Source: an optimization exercise on an open RTL-to-GDS flow (aim: a short achievable clock period and few clock cycles). Production flows keep margins and buffers that such runs may drop. The RTL was checked by simulation tests, not by an equivalence proof against the original design. No activity file was given, so power comes from the tool's default toggle rates.

==> job 5345 <==
## cpu
module cpu
(
  input  logic                    clk,
  input  logic                    rstN,
  input  logic [dataWidth-1:0]    instr,
  output logic [dataWidth-1:0]    pc,
  output logic                    hlt,
  output logic                    regWe,
  output logic [regAddrWidth-1:0] regAddr,
  output logic [dataWidth-1:0]    regData
);
  logic [15:1][dataWidth-1:0]          rf;
  logic [15:0][dataWidth-1:0]          rfAll;
  logic [dmemDepth-1:0][dataWidth-1:0] dmem;
  logic                 fHalted;
  logic [dataWidth-1:0] pcP1;
  logic [dataWidth-1:1] pcP1Hi;
  logic                 pcP1LoN;
  logic                 zFlag;
  logic                 nFlag;
  logic                 vFlag;
  logic                 eValid;
  logic                 eWe;
  logic [3:0]           eDest;
  logic [dataWidth-1:0] eA;
  logic [dataWidth-1:0] eB;
  logic [dataWidth-1:0] eBx;
  logic                 eCin;
  ...
export LEC_CHECK = 0
export CAP_MARGIN = 20
export CORE_MARGIN = 2
export CORE_UTILIZATION = 55
export SETUP_SLACK_MARGIN = 3.2
export SLEW_MARGIN = 20
export SYNTH_HIERARCHICAL = 1
export SYNTH_MEMORY_MAX_BITS = 8192
create_clock -name core_clock -period 6.0 [get_ports {clk}]
run.sh (not shown) runs the stock make flow with config.mk's settings and CLKGATE_MAP_FILE= SYNTH_SCRIPT=/design/flow/synth_recipe.tcl, a recipe that flattens the netlist after the stock synthesis.
==> inputs of job 9078, as changes to job 5345 <==
--- a/flow/design.v
+++ b/flow/design.v
@@ -199,19 +199,20 @@
   logic [dataWidth-1:0] eD;
   logic [dataWidth-1:0] ePass;
   logic [3:0]           eSh;
   logic [dataWidth-1:0] eShSel;
   logic [7:0]           eAddr;
+  logic [15:0]          eLoSel;
+  logic [15:0]          eStHi;
   logic                 eArith;
   logic                 eAnd;
   logic                 eNor;
   logic                 eSll;
   logic                 eSrl;
   logic                 eSra;
   logic                 ePassSel;
   logic                 eLoad;
-  logic                 eStore;
   logic                 eHalt;
   logic                 eZen;
   logic                 eNVen;
   logic                 mValid;
   logic                 mWe;
@@ -266,16 +267,13 @@
     .b    ({{4{instr[3]}}, instr[3:0]}),
     .cin  (1'b0),
     .sum  (fAddr),
     .cout ()
   );
+  logic [15:1][dataWidth-1:0] rfP1;
   logic [15:0][dataWidth-1:0] rfInc;
-  assign rfInc[0] = 16'd1;
-  for (genvar i = 1; i < 16; i++)
-  begin : gInc
-    assign rfInc[i] = rf[i] + 1'b1;
-  end
+  assign rfInc = {rfP1, 16'd1};
   always_comb
   begin
     rsVal1 = '0;
     for (int i = 0; i < 16; i++)
       rsVal1 = rsVal1 | (rfInc[i] & {dataWidth{rsA == 4'(i)}});
@@ -387,21 +385,22 @@
       pcP1LoN <= 1'b0;
       fHalted <= 1'b0;
       eValid  <= 1'b0;
       eZen    <= 1'b0;
       eNVen   <= 1'b0;
-      eStore  <= 1'b0;
+      eStHi   <= '0;
     end
     else
     begin
       pc     <= pcNext;
       pcP1Hi  <= pcNext1[dataWidth-1:1];
       pcP1LoN <= !pcNext1[0];
       eValid <= fValid;
       eZen   <= fValid && (op <= OpSra);
       eNVen  <= fValid && (op <= OpSub);
-      eStore <= fValid && (op == OpSw);
+      for (int i = 0; i < 16; i++)
+        eStHi[i] <= fValid && (op == OpSw) && (fAddr[7:4] == 4'(i));
       if (fValid && isHlt)
         fHalted <= 1'b1;
     end
   end
   always_ff @(posedge clk)
@@ -417,10 +416,12 @@
                 (op == OpLhb) ? {instr[7:0], rdVal[7:0]} : pcP1;
     eSh      <= instr[3:0];
     for (int i = 0; i < dataWidth; i++)
       eShSel[i] <= (op == OpSll) ? (instr[3:0] == 4'(15 - i)) : (instr[3:0] == 4'(i));
     eAddr    <= fAddr;
+    for (int i = 0; i < 16; i++)
+      eLoSel[i] <= (fAddr[3:0] == 4'(i));
     eArith   <= (op <= OpSub);
     eAnd     <= (op == OpAnd);
     eNor     <= (op == OpNor);
     eSll     <= (op == OpSll);
     eSrl     <= (op == OpSrl);
@@ -499,20 +500,25 @@
   end
   for (genvar w = 0; w < dmemDepth; w++)
   begin : gStore
     always_ff @(posedge clk)
     begin
-      if (eStore && eAddr == w)
+      if (eStHi[w/16] && eLoSel[w%16])
         dmem[w] <= eD;
     end
   end
-  for (genvar h = 0; h < 16; h++)
-  begin : gPart
-    always_ff @(posedge clk)
-      mPart[h] <= dmem[{4'(h), eAddr[3:0]}];
+  logic [15:0][dataWidth-1:0] ePart;
+  always_comb
+  begin
+    ePart = '0;
+    for (int h = 0; h < 16; h++)
+      for (int j = 0; j < 16; j++)
+        ePart[h] = ePart[h] | (dmem[h*16+j] & {dataWidth{eLoSel[j]}});
   end
   always_ff @(posedge clk)
+    mPart <= ePart;
+  always_ff @(posedge clk)
   begin
     mWe   <= eWe;
     mDest <= eDest;
     for (int i = 1; i < 16; i++)
       mRfWe[i] <= eWe && (eDest == 4'(i));
@@ -532,17 +538,22 @@
     loadData = '0;
     for (int i = 0; i < 16; i++)
       loadData = loadData | (mPart[i] & {dataWidth{mHiSel[i]}});
   end
   assign wbData  = mLoad ? loadData : mArith ? mSum : mRes;
+  logic [dataWidth-1:0] wbData1;
+  assign wbData1 = wbData + 1'b1;
   assign mWrites = mValid && mWe;
   for (genvar r = 1; r < 16; r++)
   begin : gRf
     always_ff @(posedge clk)
     begin
       if (mValid && mRfWe[r])
-        rf[r] <= wbData;
+      begin
+        rf[r]   <= wbData;
+        rfP1[r] <= wbData1;
+      end
     end
   end
   always_ff @(posedge clk or negedge rstN)
   begin
     if (!rstN)
CORE_UTILIZATION = 60   (was 55)
==> inputs of job 6465, as changes to job 5345 <==
--- a/flow/design.v
+++ b/flow/design.v
@@ -43,131 +43,68 @@
     AluSra,
     AluLhb,
     AluPass
   } aluOpT;
 endpackage
-module tgtAdd #(parameter int N = 9)
-(
-  input  logic [15:0]  base,
-  input  logic [N-1:0] off,
-  output logic [15:0]  sum0,
-  output logic [15:0]  sum1
-);
-  logic [N-1:0]    low0;
-  logic [N-1:0]    low1;
-  logic            c0;
-  logic            c1;
-  logic [15-N:0]   hi;
-  logic [15-N:0]   hiInc;
-  logic [15-N:0]   hiDec;
-  ksAdd #(.W(N)) addLow0 (
-    .a    (base[N-1:0]),
-    .b    (off),
-    .cin  (1'b0),
-    .sum  (low0),
-    .cout (c0)
-  );
-  ksAdd #(.W(N)) addLow1 (
-    .a    (base[N-1:0]),
-    .b    (off),
-    .cin  (1'b1),
-    .sum  (low1),
-    .cout (c1)
-  );
-  assign hi    = base[15:N];
-  assign hiInc = hi + 1'b1;
-  assign hiDec = hi - 1'b1;
-  assign sum0 = {off[N-1] ? (c0 ? hi : hiDec) : (c0 ? hiInc : hi), low0};
-  assign sum1 = {off[N-1] ? (c1 ? hi : hiDec) : (c1 ? hiInc : hi), low1};
-endmodule
 module pcSel
 (
   input  logic        jr,
   input  logic [15:0] jrTarget,
-  input  logic        jal,
-  input  logic [15:0] jalTarget,
-  input  logic        br,
-  input  logic [3:0]  take,
   input  logic        z,
   input  logic        c,
-  input  logic [15:0] brTarget,
-  input  logic [15:0] seq,
+  input  logic [15:0] p00,
+  input  logic [15:0] p01,
+  input  logic [15:0] p10,
+  input  logic [15:0] p11,
   output logic [15:0] y
 );
-  logic taken;
-  logic useSeq;
-  assign taken  = br && (( !z && !c && take[0]) || ( !z && c && take[1])
-                      || (  z && !c && take[2]) || (  z && c && take[3]));
-  assign useSeq = !(jr || jal || taken);
-  assign y = ({16{jr}} & jrTarget) | ({16{jal}} & jalTarget)
-           | ({16{taken}} & brTarget) | ({16{useSeq}} & seq);
+  always_comb
+  begin
+    if (jr)
+      y = jrTarget;
+    else
+      case ({z, c})
+        2'b00:   y = p00;
+        2'b01:   y = p01;
+        2'b10:   y = p10;
+        default: y = p11;
+      endcase
+  end
 endmodule
 module ksAdd #(parameter int W = 16)
 (
   input  logic [W-1:0] a,
   input  logic [W-1:0] b,
   input  logic         cin,
   output logic [W-1:0] sum,
   output logic         cout
 );
-  logic [W-1:0] g;
-  logic [W-1:0] p;
-  ksGP #(.W(W)) gp (
-    .a (a),
-    .b (b),
-    .g (g),
-    .p (p)
-  );
-  ksTree #(.W(W)) tree (
-    .g    (g),
-    .p    (p),
-    .cin  (cin),
-    .sum  (sum),
-    .cout (cout)
-  );
-endmodule
-module ksGP #(parameter int W = 16)
-(
-  input  logic [W-1:0] a,
-  input  logic [W-1:0] b,
-  output logic [W-1:0] g,
-  output logic [W-1:0] p
-);
-  assign g = a & b;
-  assign p = a ^ b;
-endmodule
-module ksTree #(parameter int W = 16)
-(
-  input  logic [W-1:0] g,
-  input  logic [W-1:0] p,
-  input  logic         cin,
-  output logic [W-1:0] sum,
-  output logic         cout
-);
   localparam int L = $clog2(W);
-  logic [(L+1)*W-1:0] gg;
-  logic [(L+1)*W-1:0] pp;
-  assign gg[W-1:0] = {g[W-1:1], g[0] | (p[0] & cin)};
-  assign pp[W-1:0] = p;
+  logic [W-1:0]       p0;
+  logic [(L+1)*W-1:0] g;
+  logic [(L+1)*W-1:0] p;
+  assign p0       = a ^ b;
+  assign g[W-1:0] = (a & b) | {{(W-1){1'b0}}, p0[0] & cin};
+  assign p[W-1:0] = p0;
   for (genvar l = 0; l < L; l++)
   begin : gLevel
     for (genvar i = 0; i < W; i++)
     begin : gBit
       if (i >= (1 << l))
       begin : gMerge
-        assign gg[(l+1)*W+i] = gg[l*W+i] | (pp[l*W+i] & gg[l*W+i-(1<<l)]);
-        assign pp[(l+1)*W+i] = pp[l*W+i] & pp[l*W+i-(1<<l)];
+        assign g[(l+1)*W+i] = g[l*W+i] | (p[l*W+i] & g[l*W+i-(1<<l)]);
+        assign p[(l+1)*W+i] = p[l*W+i] & p[l*W+i-(1<<l)];
       end
       else
       begin : gPass
-        assign gg[(l+1)*W+i] = gg[l*W+i];
-        assign pp[(l+1)*W+i] = pp[l*W+i];
+        assign g[(l+1)*W+i] = g[l*W+i];
+        assign p[(l+1)*W+i] = p[l*W+i];
       end
     end
   end
-  assign sum  = p ^ {gg[L*W +: W-1], cin};
-  assign cout = gg[L*W+W-1];
+  assign sum  = p0 ^ {g[L*W +: W-1], cin};
+  assign cout = g[L*W+W-1];
 endmodule
 import cpuPkg::*;
 module cpu
 (
   input  logic                    clk,
@@ -182,12 +119,10 @@
   logic [15:1][dataWidth-1:0]          rf;
   logic [15:0][dataWidth-1:0]          rfAll;
   logic [dmemDepth-1:0][dataWidth-1:0] dmem;
   logic                 fHalted;
   logic [dataWidth-1:0] pcP1;
-  logic [dataWidth-1:1] pcP1Hi;
-  logic                 pcP1LoN;
   logic                 zFlag;
   logic                 nFlag;
   logic                 vFlag;
   logic                 eValid;
   logic                 eWe;
@@ -215,13 +150,11 @@
   logic                 eNVen;
   logic                 mValid;
   logic                 mWe;
   logic [3:0]           mDest;
   logic [15:1]          mRfWe;
-  logic [dataWidth-1:0] mSum;
   logic [dataWidth-1:0] mRes;
-  logic                 mArith;
   logic                 mLoad;
   logic                 mHalt;
   logic [15:0]          mHiSel;
   logic [15:0][dataWidth-1:0] mPart;
   logic [3:0]           op;
@@ -242,10 +175,12 @@
   logic [dataWidth-1:0] tgtB;
   logic [dataWidth-1:0] tgtJ;
   logic [dataWidth-1:0] tgtB1;
   logic [dataWidth-1:0] tgtJ1;
   logic [dataWidth-1:0] rsVal1;
+  logic [dataWidth-1:0] pcNoBr;
+  logic [dataWidth-1:0] pcNoBr1;
   logic [dataWidth-1:0] pcNext;
   logic [dataWidth-1:0] pcNext1;
   logic                 zNew;
   logic                 nNew;
   logic                 vNew;
@@ -258,30 +193,10 @@
   assign isB    = (op == OpB);
   assign isJal  = (op == OpJal);
   assign isJr   = (op == OpJr);
   assign isHlt  = (op == OpHlt);
   assign rfAll = {rf, {dataWidth{1'b0}}};
-  logic [7:0] fAddr;
-  ksAdd #(.W(8)) addAddr (
-    .a    (rsVal[7:0]),
-    .b    ({{4{instr[3]}}, instr[3:0]}),
-    .cin  (1'b0),
-    .sum  (fAddr),
-    .cout ()
-  );
-  logic [15:0][dataWidth-1:0] rfInc;
-  assign rfInc[0] = 16'd1;
-  for (genvar i = 1; i < 16; i++)
-  begin : gInc
-    assign rfInc[i] = rf[i] + 1'b1;
-  end
-  always_comb
-  begin
-    rsVal1 = '0;
-    for (int i = 0; i < 16; i++)
-      rsVal1 = rsVal1 | (rfInc[i] & {dataWidth{rsA == 4'(i)}});
-  end
   always_comb
   begin
     rsVal = '0;
     rtVal = '0;
     rdVal = '0;
@@ -292,40 +207,64 @@
       rdVal = rdVal | (rfAll[i] & {dataWidth{rdA == 4'(i)}});
     end
   end
   assign fWrites = (op <= OpLw) || (op == OpLlb) || (op == OpLhb) || isJal;
   assign fDest   = isJal ? linkReg : rdA;
-  assign pcP1 = {pcP1Hi, !pcP1LoN};
-  tgtAdd #(.N(9)) addTgtB (
-    .base (pcP1),
-    .off  (instr[8:0]),
-    .sum0 (tgtB),
-    .sum1 (tgtB1)
+  ksAdd #(.W(dataWidth)) addTgtB (
+    .a    (pcP1),
+    .b    ({{(dataWidth-9){instr[8]}}, instr[8:0]}),
+    .cin  (1'b0),
+    .sum  (tgtB),
+    .cout ()
   );
-  tgtAdd #(.N(12)) addTgtJ (
-    .base (pcP1),
-    .off  (instr[11:0]),
-    .sum0 (tgtJ),
-    .sum1 (tgtJ1)
+  ksAdd #(.W(dataWidth)) addTgtB1 (
+    .a    (pcP1),
+    .b    ({{(dataWidth-9){instr[8]}}, instr[8:0]}),
+    .cin  (1'b1),
+    .sum  (tgtB1),
+    .cout ()
+  );
+  ksAdd #(.W(dataWidth)) addTgtJ (
+    .a    (pcP1),
+    .b    ({{(dataWidth-12){instr[11]}}, instr[11:0]}),
+    .cin  (1'b0),
+    .sum  (tgtJ),
+    .cout ()
+  );
+  ksAdd #(.W(dataWidth)) addTgtJ1 (
+    .a    (pcP1),
+    .b    ({{(dataWidth-12){instr[11]}}, instr[11:0]}),
+    .cin  (1'b1),
+    .sum  (tgtJ1),
+    .cout ()
   );
   ksAdd #(.W(dataWidth)) addP2 (
     .a    (pcP1),
     .b    ('0),
     .cin  (1'b1),
     .sum  (pcP2),
     .cout ()
   );
+  ksAdd #(.W(dataWidth)) addRs1 (
+    .a    (rsVal),
+    .b    ('0),
+    .cin  (1'b1),
+    .sum  (rsVal1),
+    .cout ()
+  );
   logic                 c15;
   logic                 p15;
   logic                 g15;
   logic                 zIf0;
   logic                 zIf1;
   logic                 nIf0;
   logic                 nIf1;
   logic                 vIf0;
   logic                 vIf1;
   logic [3:0]           take;
+  logic [3:0][dataWidth-1:0] pcCand;
+  logic [3:0][dataWidth-1:0] pcCand1;
   assign zIf0 = eZen ? 1'b0 : zFlag;
   assign zIf1 = eZen ? 1'b1 : zFlag;
   assign nIf0 = eNVen ? p15 : nFlag;
   assign nIf1 = eNVen ? !p15 : nFlag;
   assign vIf0 = eNVen ? g15 : vFlag;
@@ -349,55 +288,53 @@
         CondLe:  take[k] = nK || zK;
         CondOv:  take[k] = vK;
         default: take[k] = 1'b1;
       endcase
     end
+    assign pcCand[k]  = (isB && take[k]) ? tgtB : pcNoBr;
+    assign pcCand1[k] = (isB && take[k]) ? tgtB1 : pcNoBr1;
   end
+  assign pcNoBr  = isJal ? tgtJ : pcP1;
+  assign pcNoBr1 = isJal ? tgtJ1 : pcP2;
   pcSel nextPc (
-    .jr        (isJr),
-    .jrTarget  (rsVal),
-    .jal       (isJal),
-    .jalTarget (tgtJ),
-    .br        (isB),
-    .take      (take),
-    .z         (zNew),
-    .c         (c15),
-    .brTarget  (tgtB),
-    .seq       (pcP1),
-    .y         (pcNext)
+    .jr       (isJr),
+    .jrTarget (rsVal),
+    .z        (zNew),
+    .c        (c15),
+    .p00      (pcCand[0]),
+    .p01      (pcCand[1]),
+    .p10      (pcCand[2]),
+    .p11      (pcCand[3]),
+    .y        (pcNext)
   );
   pcSel nextPcP1 (
-    .jr        (isJr),
-    .jrTarget  (rsVal1),
-    .jal       (isJal),
-    .jalTarget (tgtJ1),
-    .br        (isB),
-    .take      (take),
-    .z         (zNew),
-    .c         (c15),
-    .brTarget  (tgtB1),
-    .seq       (pcP2),
-    .y         (pcNext1)
+    .jr       (isJr),
+    .jrTarget (rsVal1),
+    .z        (zNew),
+    .c        (c15),
+    .p00      (pcCand1[0]),
+    .p01      (pcCand1[1]),
+    .p10      (pcCand1[2]),
+    .p11      (pcCand1[3]),
+    .y        (pcNext1)
   );
   always_ff @(posedge clk or negedge rstN)
   begin
     if (!rstN)
     begin
       pc      <= '0;
-      pcP1Hi  <= '0;
-      pcP1LoN <= 1'b0;
+      pcP1    <= 16'd1;
       fHalted <= 1'b0;
       eValid  <= 1'b0;
       eZen    <= 1'b0;
       eNVen   <= 1'b0;
       eStore  <= 1'b0;
     end
     else
     begin
       pc     <= pcNext;
-      pcP1Hi  <= pcNext1[dataWidth-1:1];
-      pcP1LoN <= !pcNext1[0];
+      pcP1   <= pcNext1;
       eValid <= fValid;
       eZen   <= fValid && (op <= OpSra);
       eNVen  <= fValid && (op <= OpSub);
       eStore <= fValid && (op == OpSw);
       if (fValid && isHlt)
@@ -416,11 +353,11 @@
     ePass    <= (op == OpLlb) ? {{(dataWidth-8){instr[7]}}, instr[7:0]} :
                 (op == OpLhb) ? {instr[7:0], rdVal[7:0]} : pcP1;
     eSh      <= instr[3:0];
     for (int i = 0; i < dataWidth; i++)
       eShSel[i] <= (op == OpSll) ? (instr[3:0] == 4'(15 - i)) : (instr[3:0] == 4'(i));
-    eAddr    <= fAddr;
+    eAddr    <= rsVal[7:0] + {{4{instr[3]}}, instr[3:0]};
     eArith   <= (op <= OpSub);
     eAnd     <= (op == OpAnd);
     eNor     <= (op == OpNor);
     eSll     <= (op == OpSll);
     eSrl     <= (op == OpSrl);
@@ -457,11 +394,12 @@
     if (eSrl)
       shRes = eA >> eSh;
     if (eSra)
       shRes = $signed(eA) >>> eSh;
   end
-  assign aluRes = ({dataWidth{eAnd}} & (eA & eB))
+  assign aluRes = ({dataWidth{eArith}} & sumAS)
+                | ({dataWidth{eAnd}} & (eA & eB))
                 | ({dataWidth{eNor}} & ~(eA | eB))
                 | shRes
                 | ({dataWidth{ePassSel}} & ePass);
   for (genvar k = 0; k < dataWidth; k++)
   begin : gZero
@@ -515,12 +453,10 @@
     mWe   <= eWe;
     mDest <= eDest;
     for (int i = 1; i < 16; i++)
       mRfWe[i] <= eWe && (eDest == 4'(i));
     mRes  <= aluRes;
-    mSum  <= sumAS;
-    mArith <= eArith;
     mLoad <= eLoad;
     mHalt <= eHalt;
     for (int i = 0; i < 16; i++)
       mHiSel[i] <= (eAddr[7:4] == 4'(i));
   end
@@ -531,11 +467,11 @@
   begin
     loadData = '0;
     for (int i = 0; i < 16; i++)
       loadData = loadData | (mPart[i] & {dataWidth{mHiSel[i]}});
   end
-  assign wbData  = mLoad ? loadData : mArith ? mSum : mRes;
+  assign wbData  = mLoad ? loadData : mRes;
   assign mWrites = mValid && mWe;
   for (genvar r = 1; r < 16; r++)
   begin : gRf
     always_ff @(posedge clk)
     begin
==> inputs of job 2528, as changes to job 5345 <==
--- a/flow/design.v
+++ b/flow/design.v
@@ -199,19 +199,20 @@
   logic [dataWidth-1:0] eD;
   logic [dataWidth-1:0] ePass;
   logic [3:0]           eSh;
   logic [dataWidth-1:0] eShSel;
   logic [7:0]           eAddr;
+  logic [15:0]          eLoSel;
+  logic [15:0]          eStHi;
   logic                 eArith;
   logic                 eAnd;
   logic                 eNor;
   logic                 eSll;
   logic                 eSrl;
   logic                 eSra;
   logic                 ePassSel;
   logic                 eLoad;
-  logic                 eStore;
   logic                 eHalt;
   logic                 eZen;
   logic                 eNVen;
   logic                 mValid;
   logic                 mWe;
@@ -266,16 +267,13 @@
     .b    ({{4{instr[3]}}, instr[3:0]}),
     .cin  (1'b0),
     .sum  (fAddr),
     .cout ()
   );
+  logic [15:1][dataWidth-1:0] rfP1;
   logic [15:0][dataWidth-1:0] rfInc;
-  assign rfInc[0] = 16'd1;
-  for (genvar i = 1; i < 16; i++)
-  begin : gInc
-    assign rfInc[i] = rf[i] + 1'b1;
-  end
+  assign rfInc = {rfP1, 16'd1};
   always_comb
   begin
     rsVal1 = '0;
     for (int i = 0; i < 16; i++)
       rsVal1 = rsVal1 | (rfInc[i] & {dataWidth{rsA == 4'(i)}});
@@ -387,21 +385,22 @@
       pcP1LoN <= 1'b0;
       fHalted <= 1'b0;
       eValid  <= 1'b0;
       eZen    <= 1'b0;
       eNVen   <= 1'b0;
-      eStore  <= 1'b0;
+      eStHi   <= '0;
     end
     else
     begin
       pc     <= pcNext;
       pcP1Hi  <= pcNext1[dataWidth-1:1];
       pcP1LoN <= !pcNext1[0];
       eValid <= fValid;
       eZen   <= fValid && (op <= OpSra);
       eNVen  <= fValid && (op <= OpSub);
-      eStore <= fValid && (op == OpSw);
+      for (int i = 0; i < 16; i++)
+        eStHi[i] <= fValid && (op == OpSw) && (fAddr[7:4] == 4'(i));
       if (fValid && isHlt)
         fHalted <= 1'b1;
     end
   end
   always_ff @(posedge clk)
@@ -417,10 +416,12 @@
                 (op == OpLhb) ? {instr[7:0], rdVal[7:0]} : pcP1;
     eSh      <= instr[3:0];
     for (int i = 0; i < dataWidth; i++)
       eShSel[i] <= (op == OpSll) ? (instr[3:0] == 4'(15 - i)) : (instr[3:0] == 4'(i));
     eAddr    <= fAddr;
+    for (int i = 0; i < 16; i++)
+      eLoSel[i] <= (fAddr[3:0] == 4'(i));
     eArith   <= (op <= OpSub);
     eAnd     <= (op == OpAnd);
     eNor     <= (op == OpNor);
     eSll     <= (op == OpSll);
     eSrl     <= (op == OpSrl);
@@ -499,20 +500,25 @@
   end
   for (genvar w = 0; w < dmemDepth; w++)
   begin : gStore
     always_ff @(posedge clk)
     begin
-      if (eStore && eAddr == w)
+      if (eStHi[w/16] && eLoSel[w%16])
         dmem[w] <= eD;
     end
   end
-  for (genvar h = 0; h < 16; h++)
-  begin : gPart
-    always_ff @(posedge clk)
-      mPart[h] <= dmem[{4'(h), eAddr[3:0]}];
+  logic [15:0][dataWidth-1:0] ePart;
+  always_comb
+  begin
+    ePart = '0;
+    for (int h = 0; h < 16; h++)
+      for (int j = 0; j < 16; j++)
+        ePart[h] = ePart[h] | (dmem[h*16+j] & {dataWidth{eLoSel[j]}});
   end
   always_ff @(posedge clk)
+    mPart <= ePart;
+  always_ff @(posedge clk)
   begin
     mWe   <= eWe;
     mDest <= eDest;
     for (int i = 1; i < 16; i++)
       mRfWe[i] <= eWe && (eDest == 4'(i));
@@ -532,17 +538,22 @@
     loadData = '0;
     for (int i = 0; i < 16; i++)
       loadData = loadData | (mPart[i] & {dataWidth{mHiSel[i]}});
   end
   assign wbData  = mLoad ? loadData : mArith ? mSum : mRes;
+  logic [dataWidth-1:0] wbData1;
+  assign wbData1 = wbData + 1'b1;
   assign mWrites = mValid && mWe;
   for (genvar r = 1; r < 16; r++)
   begin : gRf
     always_ff @(posedge clk)
     begin
       if (mValid && mRfWe[r])
-        rf[r] <= wbData;
+      begin
+        rf[r]   <= wbData;
+        rfP1[r] <= wbData1;
+      end
     end
   end
   always_ff @(posedge clk or negedge rstN)
   begin
     if (!rstN)
CORE_UTILIZATION = 50   (was 55)
==> notes <==
- Register-to-register slack, lowest first: job 6465, job 5345, job 2528, job 9078.
- Clock-buffer cell count: job 5345 < job 6465 < job 9078 < job 2528.
- Sequential cell count is the same in job 2528 and job 9078.
- Job 2528 finished clean. Job 5345 passed the timing, design-rule and antenna checks. Job 9078 completed with no timing, DRC or antenna violations. Job 6465 completed with no timing, DRC or antenna violations.
- Cell area, lowest first: job 9078, job 2528, job 6465, job 5345.
- Of job 2528 and job 5345, job 2528 has the higher sequential power (gap about 6%, measured against job 5345).
- Between job 6465 and job 5345, the lower die area is in job 6465 (gap 0.85%, measured against job 5345).
- Sequential share of layout area: job 5345 < job 6465 < job 2528 < job 9078.
==> figures <==
Design Area, Final: job 6465 0.224 mm^2; job 5345 0.227 mm^2; job 2528 0.218 mm^2; job 9078 0.218 mm^2
Part of the total power dissipated in combinational logic: job 6465 21.8%; job 5345 20.0%; job 2528 16.3%; job 9078 16.1%
Net switching power figure: job 6465 0.0265 W; job 5345 0.0254 W; job 2528 0.0264 W; job 9078 0.0262 W
Area of the core: job 6465 0.349 mm^2; job 5345 0.352 mm^2; job 2528 0.376 mm^2; job 9078 0.314 mm^2
Number of gates resized after CTS: job 6465 719; job 5345 631; job 2528 526; job 9078 487
Clock buffers created by TritonCTS: job 6465 476; job 5345 472; job 2528 523; job 9078 524
Share of final layout cell area taken by non-clock buffers: job 6465 3.80%; job 5345 4.40%; job 2528 3.09%; job 9078 3.14%
Tap Cells: job 6465 4599; job 5345 4730; job 2528 4994; job 9078 4160
Run status: job 6465 finished clean; job 5345 finished clean; job 2528 finished clean; job 9078 finished clean
Share of cell area taken by multi-input logic gates: job 6465 23.6%; job 5345 23.8%; job 2528 18.0%; job 9078 18.1%
Power density relative to cell area: job 6465 407 mW/mm^2; job 5345 394 mW/mm^2; job 2528 416 mW/mm^2; job 9078 419 mW/mm^2
Post-DR vias/cell: job 6465 6.77; job 5345 6.87; job 2528 6.95; job 9078 7.34
Setup crit end: job 6465 mRes[10]$_DFF_P_; job 5345 pcP1Hi[14]$_DFF_PN0_; job 2528 eStHi[9]$_DFF_PN0_; job 9078 eLoSel[8]$_DFF_P_
Row cnt: job 6465 217; job 5345 218; job 2528 225; job 9078 206
Via count of the first global-routing pass: job 6465 102000; job 5345 106000; job 2528 111000; job 9078 110000
Testbench counts of job 5345, summed over its fixed seeds: cycles 51,748.
Testbench counts of job 9078, summed over its fixed seeds: cycles 51,748.
Testbench counts of job 6465, summed over its fixed seeds: cycles 51,748.
Testbench counts of job 2528, summed over its fixed seeds: cycles 51,748.

==> static timing again, ports no longer ideal <==
No port has a modelled driver above. Below, the same layouts with a new extraction and two added sets of constraints. Step 1: set_driving_cell puts a clkbuf_16 on clk and a buf_2 on each other input, an assumption about the parent block. Step 2 moves the port delays by t, midway between the first and last clock arrival at a register: inputs arrive t later, outputs are due t later. That takes back most of the time a late clock gives input paths. Slacks: ideal / step 1 / step 2; pairs: ideal / step 1.
| run | t, ns | setup slack, ns | clock arrival spread, ns |
|---|---|---|---|
| job 5345 | 1.085 | 2.719 / 2.719 / 1.975 | 0.065 / 0.066 |
| job 9078 | 1.132 | 2.908 / 2.964 / 1.831 | 0.064 / 0.063 |
| job 6465 | 1.101 | 2.416 / 2.416 / 1.496 | 0.100 / 0.100 |
| job 2528 | 1.127 | 2.738 / 2.795 / 1.668 | 0.076 / 0.076 |
After both steps setup and hold are still met in every run listed. The setup slack of job 9078, which loses most, moves by +0.056 ns with the drivers and by -1.077 ns with both steps.
